Background: an optimization exercise with open tools, aiming at small area. Do not read the settings as production practice. In this exercise RTL edits were held to simulation tests only and were not proved equivalent to the original. Power is estimated from default activity; no workload was simulated.

==> try-umber <==
==> flow/design.v <==
module nn_param_loader #(
  parameter int unsigned FRAME_BITS  = 368,
  parameter int unsigned LOAD_CYCLES = 3,
  parameter int unsigned NBYTES      = (FRAME_BITS + 7) / 8,
  parameter int unsigned CNT_W       = $clog2(NBYTES + 1)
) (
  input  logic                  clk,
  input  logic                  rst,
  input  logic [7:0]            s_data,
  input  logic                  s_valid,
  input  logic                  s_sof,
  output logic                  s_ready,
  output logic [FRAME_BITS-1:0] params,
  output logic                  load_params,
  output logic                  frame_done,
  output logic                  frame_err
);
  localparam int unsigned LC_W = (LOAD_CYCLES > 1) ? $clog2(LOAD_CYCLES) : 1;
  typedef enum logic [1:0] {
    IDLE,
    FILL,
    COMMIT,
    LOAD
  } state_t;
  state_t                  state_q;
  logic [CNT_W-1:0]        cnt_q;
  logic [LC_W-1:0]         lcnt_q;
  logic [FRAME_BITS-1:0]   shadow_q;
  logic [FRAME_BITS-1:0]   shadow_d;
  logic [FRAME_BITS-1:0]   params_q;
  logic                    load_q;
  logic                    done_q;
  logic                    err_q;
  logic [CNT_W-1:0]        wr_idx;
  logic                    beat;
  assign s_ready = !rst && ((state_q == IDLE) || (state_q == FILL));
  assign beat    = s_valid && s_ready;
  assign wr_idx  = s_sof ? '0 : cnt_q;
  always_comb begin
    shadow_d = shadow_q;
    for (int unsigned i = 0; i < FRAME_BITS; i++) begin
      if (wr_idx == CNT_W'(i / 8)) begin
        shadow_d[i] = s_data[3'(i % 8)];
      end
    end
  end
  always_ff @(posedge clk) begin
    if (rst) begin
      state_q  <= IDLE;
      cnt_q    <= '0;
      lcnt_q   <= '0;
      shadow_q <= '0;
      params_q <= '0;
      load_q   <= 1'b0;
      done_q   <= 1'b0;
      err_q    <= 1'b0;
    end else begin
      done_q <= 1'b0;
      err_q  <= 1'b0;
      unique case (state_q)
        IDLE: begin
          if (beat) begin
            if (s_sof) begin
              shadow_q <= shadow_d;
              cnt_q    <= CNT_W'(1);
              state_q  <= (NBYTES == 1) ? COMMIT : FILL;
            end else begin
              err_q <= 1'b1;
            end
          end
        end
        FILL: begin
          if (beat) begin
            shadow_q <= shadow_d;
            if (s_sof) begin
              err_q   <= 1'b1;
              cnt_q   <= CNT_W'(1);
              state_q <= (NBYTES == 1) ? COMMIT : FILL;
            end else begin
              cnt_q <= cnt_q + CNT_W'(1);
              if (cnt_q == CNT_W'(NBYTES - 1)) begin
                state_q <= COMMIT;
              end
            end
          end
        end
        COMMIT: begin
          params_q <= shadow_q;
          load_q   <= 1'b1;
          done_q   <= 1'b1;
          lcnt_q   <= LC_W'(LOAD_CYCLES - 1);
          state_q  <= LOAD;
        end
        LOAD: begin
          if (lcnt_q == '0) begin
            load_q  <= 1'b0;
            state_q <= IDLE;
          end else begin
            lcnt_q <= lcnt_q - LC_W'(1);
          end
        end
        default: state_q <= IDLE;
      endcase
    end
  end
  assign params      = params_q;
  assign load_params = load_q;
  assign frame_done  = done_q;
  assign frame_err   = err_q;
endmodule
==> flow/run.sh <==
#!/bin/bash
# synth_recipe.tcl (not shown) runs the flow's synth.tcl, then flattens the netlist and writes it again
# the make line also repeats each setting of config.mk as NAME=value (left out here)
make -C /OpenROAD-flow-scripts/flow DESIGN_CONFIG=/design/flow/config.mk WORK_HOME=/design/flow/orfs CLKGATE_MAP_FILE= SYNTH_SCRIPT=/design/flow/synth_recipe.tcl finish
==> flow/config.mk <==
export PLATFORM = sky130hd
export DESIGN_NAME = nn_param_loader
export DESIGN_NICKNAME = nn_param_loader
export VERILOG_FILES = /design/flow/design.v
export SDC_FILE = /design/flow/constraint.sdc
export NUM_CORES = 4
export LEC_CHECK = 0
export CAP_MARGIN = 20
export CORE_MARGIN = 2
export CORE_UTILIZATION = 40
export SLEW_MARGIN = 20
==> flow/constraint.sdc <==
create_clock -name core_clock -period 4.0 [get_ports {clk}]
set_input_delay 0.8000 -clock core_clock [delete_from_list [all_inputs] [get_ports {clk}]]
set_output_delay 0.8000 -clock core_clock [all_outputs]
set_load 0.01 [all_outputs]
==> inputs of try-raven, as changes to try-umber <==
==> flow/design.v (replaced) <==
module nn_param_loader #(
  parameter int unsigned FRAME_BITS  = 368,
  parameter int unsigned LOAD_CYCLES = 3,
  parameter int unsigned NBYTES      = (FRAME_BITS + 7) / 8,
  parameter int unsigned CNT_W       = $clog2(NBYTES + 1)
) (
  input  logic                  clk,
  input  logic                  rst,
  input  logic [7:0]            s_data,
  input  logic                  s_valid,
  input  logic                  s_sof,
  output logic                  s_ready,
  output logic [FRAME_BITS-1:0] params,
  output logic                  load_params,
  output logic                  frame_done,
  output logic                  frame_err
);
  localparam int unsigned SH_W = NBYTES * 8;
  localparam int unsigned ST_W = 6;
  localparam logic [ST_W-1:0] COMMIT = ST_W'(60);
  localparam logic [ST_W-1:0] FIRST  = ST_W'(60 - (NBYTES - 1));
  logic [ST_W-1:0]       st_q;
  logic                  err_q;
  logic [SH_W-1:0]       shadow_q;
  logic [FRAME_BITS-1:0] params_q;
  logic busy, idle, beat, commit;
  logic sh_en, sh_hold, pr_en, pr_hold;
  assign busy    = &st_q[5:2];                  
  assign idle    = (st_q == '0);
  assign commit  = busy && (st_q[1:0] == 2'd0);
  assign s_ready = !rst && !busy;
  assign beat    = s_valid && s_ready;
  assign sh_en   = beat;
  assign sh_hold = !beat && !rst;
  assign pr_en   = commit && !rst;
  assign pr_hold = !commit && !rst;
  logic [SH_W-1:0] shadow_in, shadow_d;
  logic [FRAME_BITS-1:0] params_d;
  assign shadow_in = {s_data, shadow_q[SH_W-1:8]};
  nn_param_loader_sel #(.W(SH_W)) u_shadow_sel (
    .en(sh_en), .nv(shadow_in), .hold(sh_hold), .ov(shadow_q), .d(shadow_d)
  );
  nn_param_loader_sel #(.W(FRAME_BITS)) u_params_sel (
    .en(pr_en), .nv(shadow_q[FRAME_BITS-1:0]), .hold(pr_hold), .ov(params_q), .d(params_d)
  );
  always_ff @(posedge clk) begin
    shadow_q <= shadow_d;
    params_q <= params_d;
  end
  always_ff @(posedge clk) begin
    if (rst) begin
      st_q  <= '0;
      err_q <= 1'b0;
    end else begin
      err_q <= beat && (s_sof ? !idle : idle);
      if (busy || (beat && !s_sof && !idle))
        st_q <= st_q + ST_W'(1);
      else if (beat && s_sof)
        st_q <= FIRST;
    end
  end
  assign params      = params_q;
  assign load_params = busy && (st_q[1:0] != 2'd0);
  assign frame_done  = busy && (st_q[1:0] == 2'd1);
  assign frame_err   = err_q;
endmodule
module nn_param_loader_sel #(
  parameter int unsigned W = 1
) (
  input  logic         en,
  input  logic [W-1:0] nv,
  input  logic         hold,
  input  logic [W-1:0] ov,
  output logic [W-1:0] d
);
  assign d = ({W{en}} & nv) | ({W{hold}} & ov);
endmodule
==> flow/flow/run.sh (new file) <==
#!/bin/bash
# Standard ORFS layout, with every port buffered by the smallest buffer and clock tree
# synthesis with larger sink clusters and without dummy loads. The make output goes to
# standard_flow.log here; ORFS keeps each step's log under orfs/logs.
set -euo pipefail
bash standard.sh finish \
  "BUFFER_PORTS_ARGS=-buffer_cell sky130_fd_sc_hd__buf_1" \
  "CTS_ARGS=-sink_clustering_enable -repair_clock_nets -dont_use_dummy_load -buf_list sky130_fd_sc_hd__clkbuf_8 -sink_clustering_size 16 -sink_clustering_max_diameter 50" \
  > standard_flow.log 2>&1
==> flow/standard.sh (new file) <==
#!/bin/bash
# synth_recipe.tcl (not shown) runs the flow's synth.tcl, then flattens the netlist and writes it again
# the make line also repeats each setting of config.mk as NAME=value (left out here)
make -C /OpenROAD-flow-scripts/flow DESIGN_CONFIG=/design/flow/config.mk WORK_HOME=/design/flow/orfs CLKGATE_MAP_FILE= SYNTH_SCRIPT=/design/flow/synth_recipe.tcl "${@:-finish}"
--- a/flow/config.mk
+++ b/flow/config.mk
@@ -5,7 +5,9 @@
 export SDC_FILE = /design/flow/constraint.sdc
 export NUM_CORES = 4
 export LEC_CHECK = 0
+export ABC_AREA = 0
 export CAP_MARGIN = 20
 export CORE_MARGIN = 2
-export CORE_UTILIZATION = 40
+export CORE_UTILIZATION = 85
 export SLEW_MARGIN = 20
+export SYNTH_HIERARCHICAL = 1
removed: flow/run.sh
==> inputs of try-yarrow, as changes to try-umber <==
==> flow/design.v (replaced) <==
module nn_param_loader #(
  parameter int unsigned FRAME_BITS  = 368,
  parameter int unsigned LOAD_CYCLES = 3,
  parameter int unsigned NBYTES      = (FRAME_BITS + 7) / 8,
  parameter int unsigned CNT_W       = $clog2(NBYTES + 1)
) (
  input  logic                  clk,
  input  logic                  rst,
  input  logic [7:0]            s_data,
  input  logic                  s_valid,
  input  logic                  s_sof,
  output logic                  s_ready,
  output logic [FRAME_BITS-1:0] params,
  output logic                  load_params,
  output logic                  frame_done,
  output logic                  frame_err
);
  localparam int unsigned SH_W = NBYTES * 8;
  logic [CNT_W-1:0]      cnt_q;       
  logic                  commit_q;    
  logic                  load_q;
  logic                  done_q;
  logic                  l2_q;        
  logic                  l3_q;
  logic                  err_q;
  logic [SH_W-1:0]       shadow_q;
  logic [FRAME_BITS-1:0] params_q;
  logic beat, last;
  logic sh_en, sh_hold, pr_en, pr_hold;
  assign s_ready = !rst && !load_q && !commit_q;
  assign beat    = s_valid && s_ready;
  assign last    = !s_sof && (cnt_q == CNT_W'(NBYTES - 1));
  assign sh_en   = beat;
  assign sh_hold = !beat && !rst;
  assign pr_en   = commit_q && !rst;
  assign pr_hold = !commit_q && !rst;
  logic [SH_W-1:0] shadow_in;
  generate
    if (NBYTES > 1) begin : g_shift
      assign shadow_in = {s_data, shadow_q[SH_W-1:8]};
    end else begin : g_one
      assign shadow_in = s_data;
    end
  endgenerate
  always_ff @(posedge clk) begin
    shadow_q <= ({SH_W{sh_en}} & shadow_in) | ({SH_W{sh_hold}} & shadow_q);
    params_q <= ({FRAME_BITS{pr_en}} & shadow_q[FRAME_BITS-1:0])
              | ({FRAME_BITS{pr_hold}} & params_q);
  end
  always_ff @(posedge clk) begin
    if (rst) begin
      cnt_q    <= '0;
      commit_q <= 1'b0;
      load_q   <= 1'b0;
      done_q   <= 1'b0;
      l2_q     <= 1'b0;
      l3_q     <= 1'b0;
      err_q    <= 1'b0;
    end else begin
      err_q    <= beat && (s_sof ? (cnt_q != '0) : (cnt_q == '0));
      commit_q <= beat && (NBYTES == 1 ? s_sof : last);
      done_q   <= commit_q;
      l2_q     <= done_q;
      l3_q     <= l2_q;
      load_q   <= commit_q || (load_q && !l3_q);
      if (beat) begin
        if (s_sof)
          cnt_q <= (NBYTES == 1) ? '0 : CNT_W'(1);
        else if (last)
          cnt_q <= '0;
        else if (cnt_q != '0)
          cnt_q <= cnt_q + CNT_W'(1);
      end
    end
  end
  assign params      = params_q;
  assign load_params = load_q;
  assign frame_done  = done_q;
  assign frame_err   = err_q;
endmodule
--- a/flow/config.mk
+++ b/flow/config.mk
@@ -5,7 +5,9 @@
 export SDC_FILE = /design/flow/constraint.sdc
 export NUM_CORES = 4
 export LEC_CHECK = 0
+export ABC_AREA = 1
 export CAP_MARGIN = 20
 export CORE_MARGIN = 2
-export CORE_UTILIZATION = 40
+export CORE_UTILIZATION = 60
+export CTS_BUF_LIST = sky130_fd_sc_hd__clkbuf_8
 export SLEW_MARGIN = 20
==> run notes <==
Sequential share of layout area: try-raven > try-yarrow > try-umber. Area after synthesis: try-raven is lower than try-yarrow (about 0.64%). Between try-umber and try-raven, the lower die area is in try-raven (gap about 150%, measured against try-raven). Maximum frequency: try-yarrow < try-umber < try-raven. The lowest final cell count belongs to try-raven, the highest to try-umber. In try-umber the sequential power is higher than in try-raven, by about 0.5%. Clock skew: try-yarrow is lower than try-raven (8.1 ps). Between try-umber and try-yarrow, the lower non-clock buffer count is in try-yarrow (gap 26). In critical path depth, try-raven and try-umber do not differ.
==> figures <==
| item | try-umber | try-yarrow | try-raven |
|---|---|---|---|
| Result of the run | finished clean | finished clean | finished clean |
| Post-route clock period utilization | 68.0% | 77.4% | 67.4% |
| Fill cell count | 6149 | 2706 | 959 |
| Worst-path clk slew | 60 ps | 60 ps | 100 ps |
| Largest driver fanout on the critical path | 90 | 7 | 11 |
| Hold endpoint | params_q[347]$_SDFFE_PP0P_ | l3_q$_SDFF_PP0_ | shadow_q[367]$_DFF_P_ |
| Critical path destination | s_ready | s_ready | frame_done |
| Worst-case clock skew | 19.9 ps | 28.3 ps | 36.4 ps |
| Total power draw | 15400 uW | 13700 uW | 11000 uW |
| Multi-input gates | 2000 | 1175 | 785 |
| Simple logic cell fraction of the synthesized area | 21.0% | 7.11% | 0.647% |
| Multi-input combinational cell area | 0.0114 sq mm | 0.00588 sq mm | 0.00680 sq mm |
| Sinks on the clock net | 749 | 748 | 743 |
| Std-Cell Rows | 95 | 71 | 60 |
| Worst slew slack as a fraction of its limit | 30.1% | 32.6% | 27.7% |
| Launch point of the worst hold path | shadow_q[347]$_SDFFE_PP0P_ | l2_q$_SDFF_PP0_ | s_data[7] |
| Starting DRC count in detailed routing | 1401 | 1574 | 1930 |
| Vias after detailed routing | 21100 | 18200 | 16300 |
| Arrival time at the worst endpoint | 1920 ps | 2300 ps | 1890 ps |
| Reg-to-reg startpoint | state_q[0]$_SDFFE_PP0P_ | commit_q$_SDFF_PP0_ | st_q[5]$_SDFFE_PP0P_ |

-- afterwards: timing with drivers on the ports --
In the flow no input, the clock included, has a driving cell. The finished layouts below were timed again as built, in two steps.
Step 1 assumes that a clkbuf_16 drives the clock port and a buf_2 every other input.
Step 2 also shifts input and output timing later by t, the mid clock arrival at the registers, as if the neighbouring blocks saw the same clock.
Slacks: no drivers / after step 1 / after step 2; pairs: no drivers / after step 1.
run	shift t [ns]	setup slack, ns	worst setup path after step 2	worst slew at a driven data input, ns
try-umber	0.671	1.279 / 1.202 / 0.572	input to register	0.10
try-raven	0.643	1.306 / 1.258 / 1.165	input to register	0.04
try-yarrow	0.697	0.902 / 0.867 / 0.643	input to register	0.04
After both steps setup and hold are still met in every run listed. For try-umber, which loses most, drivers alone change the setup slack by -0.077 ns; drivers and shift together by -0.707 ns.
